What follows belongs to an exercise in optimizing a design on an open flow for small area and a short achievable clock period; a production flow would make more cautious choices.
Function was checked by simulation only, so behaviour that the tests miss may differ from the original.
Power is estimated from default activity; no workload was simulated.

[design/flow/run.sh]
#!/bin/bash
# synth_recipe.tcl (not shown) runs the flow's synth.tcl, then flattens the netlist and writes it again
# the make line also repeats each setting of config.mk as NAME=value (left out here)
make -C /OpenROAD-flow-scripts/flow DESIGN_CONFIG=/design/flow/config.mk WORK_HOME=/design/flow/orfs CLKGATE_MAP_FILE= SYNTH_SCRIPT=/design/flow/synth_recipe.tcl finish
[design/flow/config.mk]
export PLATFORM = sky130hd
export DESIGN_NAME = ram_s1p1c_arb
export DESIGN_NICKNAME = ram_s1p1c_arb
export VERILOG_FILES = /design/flow/design.v
export SDC_FILE = /design/flow/constraint.sdc
export NUM_CORES = 4
export LEC_CHECK = 0
export CAP_MARGIN = 20
export CORE_MARGIN = 2
export CORE_UTILIZATION = 40
export SETUP_SLACK_MARGIN = 0.1
export SLEW_MARGIN = 20
[design/flow/constraint.sdc]
create_clock -name core_clock -period 5.0 [get_ports {clk_i}]
set_input_delay 1.0000 -clock core_clock [delete_from_list [all_inputs] [get_ports {clk_i}]]
set_output_delay 1.0000 -clock core_clock [all_outputs]
set_load 0.01 [all_outputs]
[design/flow/design.v]
package ram_arb_pkg;
    typedef enum logic {
        LOCK_IDLE = 1'b0,
        LOCK_HELD = 1'b1
    } lock_state_e;
    function automatic int calc_id_width(input int num_req);
        calc_id_width = (num_req > 1) ? $clog2(num_req) : 1;
    endfunction
endpackage
module ram_s1p1c #(
    parameter  int WORD_WIDTH = 8,
    parameter  int WORD_COUNT = 256,
    localparam int ADDR_WIDTH = $clog2(WORD_COUNT)
) (
    input  logic                  clk_i,
    input  logic                  we_i,
    input  logic [ADDR_WIDTH-1:0] addr_i,
    input  logic [WORD_WIDTH-1:0] wdata_i,
    output logic [WORD_WIDTH-1:0] rdata_o
);
    logic [WORD_WIDTH-1:0] mem_q [WORD_COUNT];
    logic [WORD_WIDTH-1:0] rdata_q;
    always_ff @(posedge clk_i) begin
        if (we_i) begin
            mem_q[addr_i] <= wdata_i;
        end
        rdata_q <= mem_q[addr_i];
    end
    assign rdata_o = rdata_q;
endmodule
module ram_s1p1c_arb #(
    parameter  int NUM_REQ    = 4,
    parameter  int WORD_WIDTH = 8,
    parameter  int WORD_COUNT = 256,
    localparam int ADDR_WIDTH = $clog2(WORD_COUNT),
    localparam int ID_WIDTH   = ram_arb_pkg::calc_id_width(NUM_REQ)
) (
    input  logic                                 clk_i,
    input  logic                                 rstn_i,
    input  logic [NUM_REQ-1:0]                   req_valid_i,
    output logic [NUM_REQ-1:0]                   req_ready_o,
    input  logic [NUM_REQ-1:0]                   req_we_i,
    input  logic [NUM_REQ-1:0]                   req_lock_i,
    input  logic [NUM_REQ-1:0][ADDR_WIDTH-1:0]   req_addr_i,
    input  logic [NUM_REQ-1:0][WORD_WIDTH-1:0]   req_data_i,
    output logic [NUM_REQ-1:0]                   rsp_valid_o,
    output logic [ID_WIDTH-1:0]                  rsp_id_o,
    output logic [WORD_WIDTH-1:0]                rsp_data_o
);
    ram_arb_pkg::lock_state_e state_q, state_d;
    logic [ID_WIDTH-1:0]   owner_q, owner_d;
    logic [ID_WIDTH-1:0]   ptr_q, ptr_d;
    logic                  rsp_vld_q, rsp_vld_d;
    logic [ID_WIDTH-1:0]   pend_id_q, pend_id_d;
    logic [ID_WIDTH-1:0]   id_hold_q, id_hold_d;
    logic [WORD_WIDTH-1:0] data_hold_q, data_hold_d;
    logic                  gnt_any;
    logic [ID_WIDTH-1:0]   gnt_idx;
    logic [ID_WIDTH:0]     cand_sum;
    logic                  beat_acc;
    logic                  rsp_fire;
    logic                  ram_we;
    logic [ADDR_WIDTH-1:0] ram_addr;
    logic [WORD_WIDTH-1:0] ram_wdata;
    logic [WORD_WIDTH-1:0] ram_rdata;
    always_comb begin
        gnt_any  = 1'b0;
        gnt_idx  = '0;
        cand_sum = '0;
        if (state_q == ram_arb_pkg::LOCK_HELD) begin
            gnt_any = req_valid_i[owner_q];
            gnt_idx = owner_q;
        end else begin
            for (int k = 0; k < NUM_REQ; k++) begin
                cand_sum = {1'b0, ptr_q} + (ID_WIDTH+1)'(k);
                if (cand_sum >= (ID_WIDTH+1)'(NUM_REQ)) begin
                    cand_sum = cand_sum - (ID_WIDTH+1)'(NUM_REQ);
                end
                if (!gnt_any && req_valid_i[cand_sum[ID_WIDTH-1:0]]) begin
                    gnt_any = 1'b1;
                    gnt_idx = cand_sum[ID_WIDTH-1:0];
                end
            end
        end
    end
    assign beat_acc = gnt_any && rstn_i;
    always_comb begin
        req_ready_o = '0;
        if (beat_acc) begin
            req_ready_o[gnt_idx] = 1'b1;
        end
    end
    assign ram_we    = beat_acc && req_we_i[gnt_idx];
    assign ram_addr  = req_addr_i[gnt_idx];
    assign ram_wdata = req_data_i[gnt_idx];
    always_comb begin
        state_d = state_q;
        owner_d = owner_q;
        ptr_d   = ptr_q;
        if (beat_acc) begin
            ptr_d = (gnt_idx == ID_WIDTH'(NUM_REQ-1)) ? '0 : gnt_idx + 1'b1;
        end
        if (state_q == ram_arb_pkg::LOCK_HELD) begin
            if (!req_valid_i[owner_q] || (beat_acc && !req_lock_i[owner_q])) begin
                state_d = ram_arb_pkg::LOCK_IDLE;
            end
        end else if (beat_acc && req_lock_i[gnt_idx]) begin
            state_d = ram_arb_pkg::LOCK_HELD;
            owner_d = gnt_idx;
        end
    end
    assign rsp_fire = rsp_vld_q && rstn_i;
    always_comb begin
        rsp_vld_d   = beat_acc && !req_we_i[gnt_idx];
        pend_id_d   = rsp_vld_d ? gnt_idx : pend_id_q;
        id_hold_d   = rsp_fire ? pend_id_q : id_hold_q;
        data_hold_d = rsp_fire ? ram_rdata : data_hold_q;
    end
    always_ff @(posedge clk_i) begin
        if (!rstn_i) begin
            state_q     <= ram_arb_pkg::LOCK_IDLE;
            owner_q     <= '0;
            ptr_q       <= '0;
            rsp_vld_q   <= 1'b0;
            pend_id_q   <= '0;
            id_hold_q   <= '0;
            data_hold_q <= '0;
        end else begin
            state_q     <= state_d;
            owner_q     <= owner_d;
            ptr_q       <= ptr_d;
            rsp_vld_q   <= rsp_vld_d;
            pend_id_q   <= pend_id_d;
            id_hold_q   <= id_hold_d;
            data_hold_q <= data_hold_d;
        end
    end
    always_comb begin
        rsp_valid_o = '0;
        if (rsp_fire) begin
            rsp_valid_o[pend_id_q] = 1'b1;
        end
    end
    assign rsp_id_o   = rsp_fire ? pend_id_q : id_hold_q;
    assign rsp_data_o = rsp_fire ? ram_rdata : data_hold_q;
    ram_s1p1c #(
        .WORD_WIDTH (WORD_WIDTH),
        .WORD_COUNT (WORD_COUNT)
    ) u_ram (
        .clk_i   (clk_i),
        .we_i    (ram_we),
        .addr_i  (ram_addr),
        .wdata_i (ram_wdata),
        .rdata_o (ram_rdata)
    );
endmodule
==> impl.org <==
** Timing
- On the final layout, the worst clock skew is about 0.038 ns.
- Setup-violating endpoint count in the final report :: 0
- Of the available clock period, the critical path in the final layout requires 93.85%.
- Max Slew Vio Count :: 0
- Upper clock frequency limit :: between 200 and 250 MHz
- Setup repair after global routing left no endpoint under its margin.
- Worst setup slack after layout :: ~0.31 ns
- The worst pin sits at a relative slew slack of between 20% and 30%.
- Fin. Hold Viols :: 0
- Minimum clock period :: between 4 and 5 ns
- Worst Hold Slack :: about 0.50 ns
- At the pin with the least slew margin, the transition time is roughly 1.1 ns.
- Post-Route Setup TNS :: 0 ns

** Placement
- In this run the tool buffered the top-level ports with 95 buffer cells.
- Placed cells :: roughly 10k
- Detailed placement finished with a half-perimeter wire length of about 220 mm.
- Routability-driven placement finished with a final weighted congestion of approximately 0.98.
- Pre-CTS setup slack :: -1.075 ns

** Logic synthesis
- Counting distinct cell types in the post-synthesis netlist gives 83.
- In the synthesized netlist the dominant register cell turns out to be edfxtp_1.
- For this run, the number of Yosys warnings is 2.
- Counting every net in the synthesized netlist gives about 6.8k.
- In this run the biggest area consumer among cell types represents 72.36% of the synthesized area.
- Gate Count Post-Synth :: 6672
- Biggest area consumer among synthesized cells :: edfxtp_1
- Yosys mapped a number of flops with a built-in enable equal to roughly 2.0k.
- The commonest cells after synthesis are edfxtp_1, nand2_1, nand3_1.
- Mapped Avg Cell Area :: 12.74 um^2
- The mapped netlist covers around 85000 um^2.
- After synthesis, flip-flops and latches occupy 72.97% of the total area.
- Library cell with the highest instance count after synthesis :: edfxtp_1
- Ranked by total cell area, the synthesized netlist is headed by edfxtp_1, nand2_1, nand3_1, buf_2, nor2_1.
- For this run, asynchronously set or reset flops after synthesis account for 0%.
- After synthesis the netlist holds a flip-flop and latch count of between 2k and 2.5k.

** Floorplan
- The die is approximately 460 um wide.
- Area of the die :: 216200 um^2
- Area of the placeable core :: 211700 um^2
- Once the floorplan was initialized, standard cells occupied 40.15% of the core.
- From bottom edge to top edge, the die measures ~460 um.
- Row generation in the floorplan step produced ~170 rows.
- 96 I/O pins were placed.

** Flow run
- Count of maximum capacitance violations :: 0

** Setup path
- Maximum fanout encountered on the critical timing path :: 27
- The signal on the critical path passes through nand2_1, buf_4, nand2_1, o211ai_1, a2111oi_2, buf_4, buf_4, nor2_4, buf_12, buf_4, nor2_2, buf_4, buf_4, nand2_1, buf_12, nor2_1, buf_4.
- Tracing the worst setup path back leads to its startpoint at state_q.
- STA classifies the critical path startpoint as a flop.
- The number of cells on the worst reg-to-reg path is 17.
- Family of cells with the greatest summed delay on the critical path :: buffers and inverters
- Worst Path Buf+Inv :: 9
- In this design, the stage delay of the slowest critical-path cell is between 0.6 and 0.7 ns.
- Startpoint of the worst register-to-register path :: state_q
- Worst path slowest cell :: nor2_2
- Data on the critical path is required at its endpoint by roughly 5.6 ns.
- Worst setup EP type :: flop
- Most used cell along the critical path :: buf_4
- The worst setup path is of the reg2reg kind.
- The setup check on the worst reg-to-reg path leaves a slack of a little over 0.3 ns.
- The worst register-to-register path ends at u_ram.mem_q[1][7].
- Critical path arrival :: 5.26 ns

** Min path
- Hold Crit Depth :: 2
- Startpoint of the worst hold path :: owner_q[1]
- Hold-critical path endpoint :: owner_q[1]
- HP Class :: reg2reg

** Clocking
- Clock-pin transition on the worst setup and hold timing paths :: ~0.060 ns
- Worst-skew pair later-pin latency :: slightly below 0.9 ns
- Clock tree synthesis selected as its root buffer the cell clkbuf_16.
- Number of hold buffers added after CTS :: 0
- In this run the deepest clock path goes through 3 buffers.
- In this run, CTS created clock tree buffers numbering ~200.
- The clock tree synthesis step divided the H-tree into 4 levels.
- Clock tree from TritonCTS :: done
- The tree built by TritonCTS fans out to 2074 sinks.

** Finish
- The finished layout holds between 10k and 15k standard cells, fillers aside.
- Compared with the post-synthesis result, the final layout area differs by 24.93%.
- The post-route netlist has 21.05% of its cells at a drive strength greater than 1.
- Post-layout nets :: 7893

** Route
- After detailed routing, the number of vias per cell comes to 5.848.
- In the routed design, unresolved DRC markers number 0.
- The routed layout has 63.22k vias.
- For this run, the detailed router's first-pass iteration total came to 8.
- Once detail routing completed, the nets flagged for antenna violations numbered 0.
- Wire length after detailed routing :: 313.5 mm
- Dividing the detail-routed wire length by the instance count gives 29.00 um.
- Initial DRC count :: about 9.7k

** Global routing
- Via count of the first global-routing pass :: between 50k and 60k
- For met2 alone, demand over resource in global routing was a little over two fifths.
- Number of antenna violations at the first check in global routing :: 20
- Global routing consumed, on the met1 layer, roughly two fifths of the routing resources.
- Most Used Layer, Global Route :: met2
- The first global-routing pass estimated around 440 mm of wire.
- Global routing usage on met3 :: a little under 7%
- Pin count of the biggest net entering global routing :: slightly above 80
- Global routing used between 20 and 30% of the available tracks across all layers.
- For this run the aggregate overflow at the end of global routing stands at 0.

** Power and ir drop
- Power per standard cell area :: just over 700 nW/um^2
- The worst-case IR drop observed on VDD is about 0.00047 V.
- The analysis attributes to cell leakage a power of ~38 nW.
- Summing internal, switching and leakage power gives 77.27 mW.

** Run status
- The run finished with no timing, DRC or antenna violations.
==> report_power, final <==
group	total, mW	switching, mW	internal, mW
registers	23.1	0.167	23.0
logic	38.2	25.5	12.7
clock network	15.9	6.72	9.20
total	77.3	32.4	44.8
==> final cells by class <==
cell class | instances | area, um^2
diodes | 3 | 7.507
multi-input cells | 4131 | 21010
inverters | 8 | 32.53
fillers | 18030 | 105500
repair buffers | 1393 | 12740
well taps | 2821 | 3530
flip-flops and latches | 2074 | 62020
clock buffers | 255 | 5359
clock inverters | 124 | 1485
==> cell usage in the layout, fill, tap and decap left out, drive strengths merged, types with 23 or more instances in the layout <==
cell | synthesis | layout
mux2i | 101 | 101
buf | 375 | 1297
o21ai | 44 | 44
a211oi | 42 | 42
clkdlybuf4s50 | 0 | 91
clkbuf | 84 | 255
nand2 | 1950 | 1950
o22ai | 26 | 26
nor4 | 23 | 23
a32oi | 51 | 51
bufinv | 0 | 31
nand4 | 77 | 77
a21oi | 90 | 90
clkinv | 0 | 80
a31oi | 145 | 145
edfxtp | 2048 | 2048
dfxtp | 26 | 26
nor3 | 24 | 24
nand3 | 650 | 650
and3 | 163 | 163
a311oi | 122 | 122
nor2 | 355 | 355
==> metrics by stage <==
| stage | instance area (um^2) | util, % |
|---|---|---|
| global route | 106200 | 50.16 |
| finish | 106200 | 50.17 |
| floorplan | 85180 | - |
| global placement | 99090 | 46.81 |
| CTS | 106000 | 50.10 |
| detailed placement | 99120 | 46.83 |
==> metal layers <==
metal / part of all wire, % / wire, um
met5: 0.022 / 69
met4: 6.2 / 19500
met3: 12 / 36680
met2: 44 / 137900
met1: 38 / 119400
==> flip-flops by register name, summed over array words and instances, names as in the netlist <==
name / cells
pend_id_q: 2
state_q: 1
ptr_q: 2
u_ram.rdata_q: 8
data_hold_q: 8
u_ram.mem_q: 2048
rsp_vld_q: 1
id_hold_q: 2
owner_q: 2
==> worst max path at each step <==
stage,to,cells after the start
6_report,u_ram.mem_q[1][7],17
5_1_grt,u_ram.mem_q[145][7],17
4_1_cts,u_ram.rdata_q[0],21
3_5_place_dp,u_ram.rdata_q[1],21
3_3_place_gp,u_ram.rdata_q[0],19
2_1_floorplan,u_ram.mem_q[0][2],13
==> logic make-up (layout without fill, tap and decap cells) <==
logic type | after synthesis | count (layout) | synth area share [%]
other | 0 | 3 | 0
muxes | 114 | 114 | 1.375
adders and majority gates | 4 | 4 | 0.05889
DFF | 2074 | 2074 | 72.97
AOI/OAI and AO/OA | 699 | 699 | 6.070
buffers and inverters | 467 | 1780 | 2.806
and+or+nand+nor | 3314 | 3314 | 16.72
==> worst reg2reg max path: cells and delay by family, from the launching register on <==
kind / cells / cell delay, ns
compound gates: 2 / 0.45
flops: 1 / 0.54
buf+inv: 9 / 1.92
simple gates: 6 / 1.51
==> repair_timing <==
item / CTS / global route
endpoints found under the hold margin: 0 / 0
pin swaps: 1 / 3
gates cloned: 1 / 0
setup buffers: 1 / 2
resized for setup: 14 / 23
endpoints found under the setup margin: 9 / 19

## port drivers added, routing unchanged
How much do the figures lean on ideal ports? The routed layout below was timed once more, with nothing changed but the port constraints. Step 1 sets driving cells, clkbuf_16 on the clock port and buf_2 on the other inputs (assumed; they add their load-dependent delay and slew). Step 2 also shifts input and output timing later by t, the mid clock arrival at the registers, as if the neighbouring blocks saw the same clock. Slacks: no drivers / after step 1 / after step 2; pairs: no drivers / after step 1.
shift t [ns]: 0.959
setup slack, ns: 0.307 / 0.280 / -0.579
hold WS [ns]: 0.500 / 0.500 / 0.500
worst slew at a driven data input, ns: 0.05
cell pins on the clock port's net: 1
With both steps, setup timing fails in this run, where it was met with ideal ports. For this run, drivers alone change the setup slack by -0.027 ns; drivers and shift together by -0.886 ns.
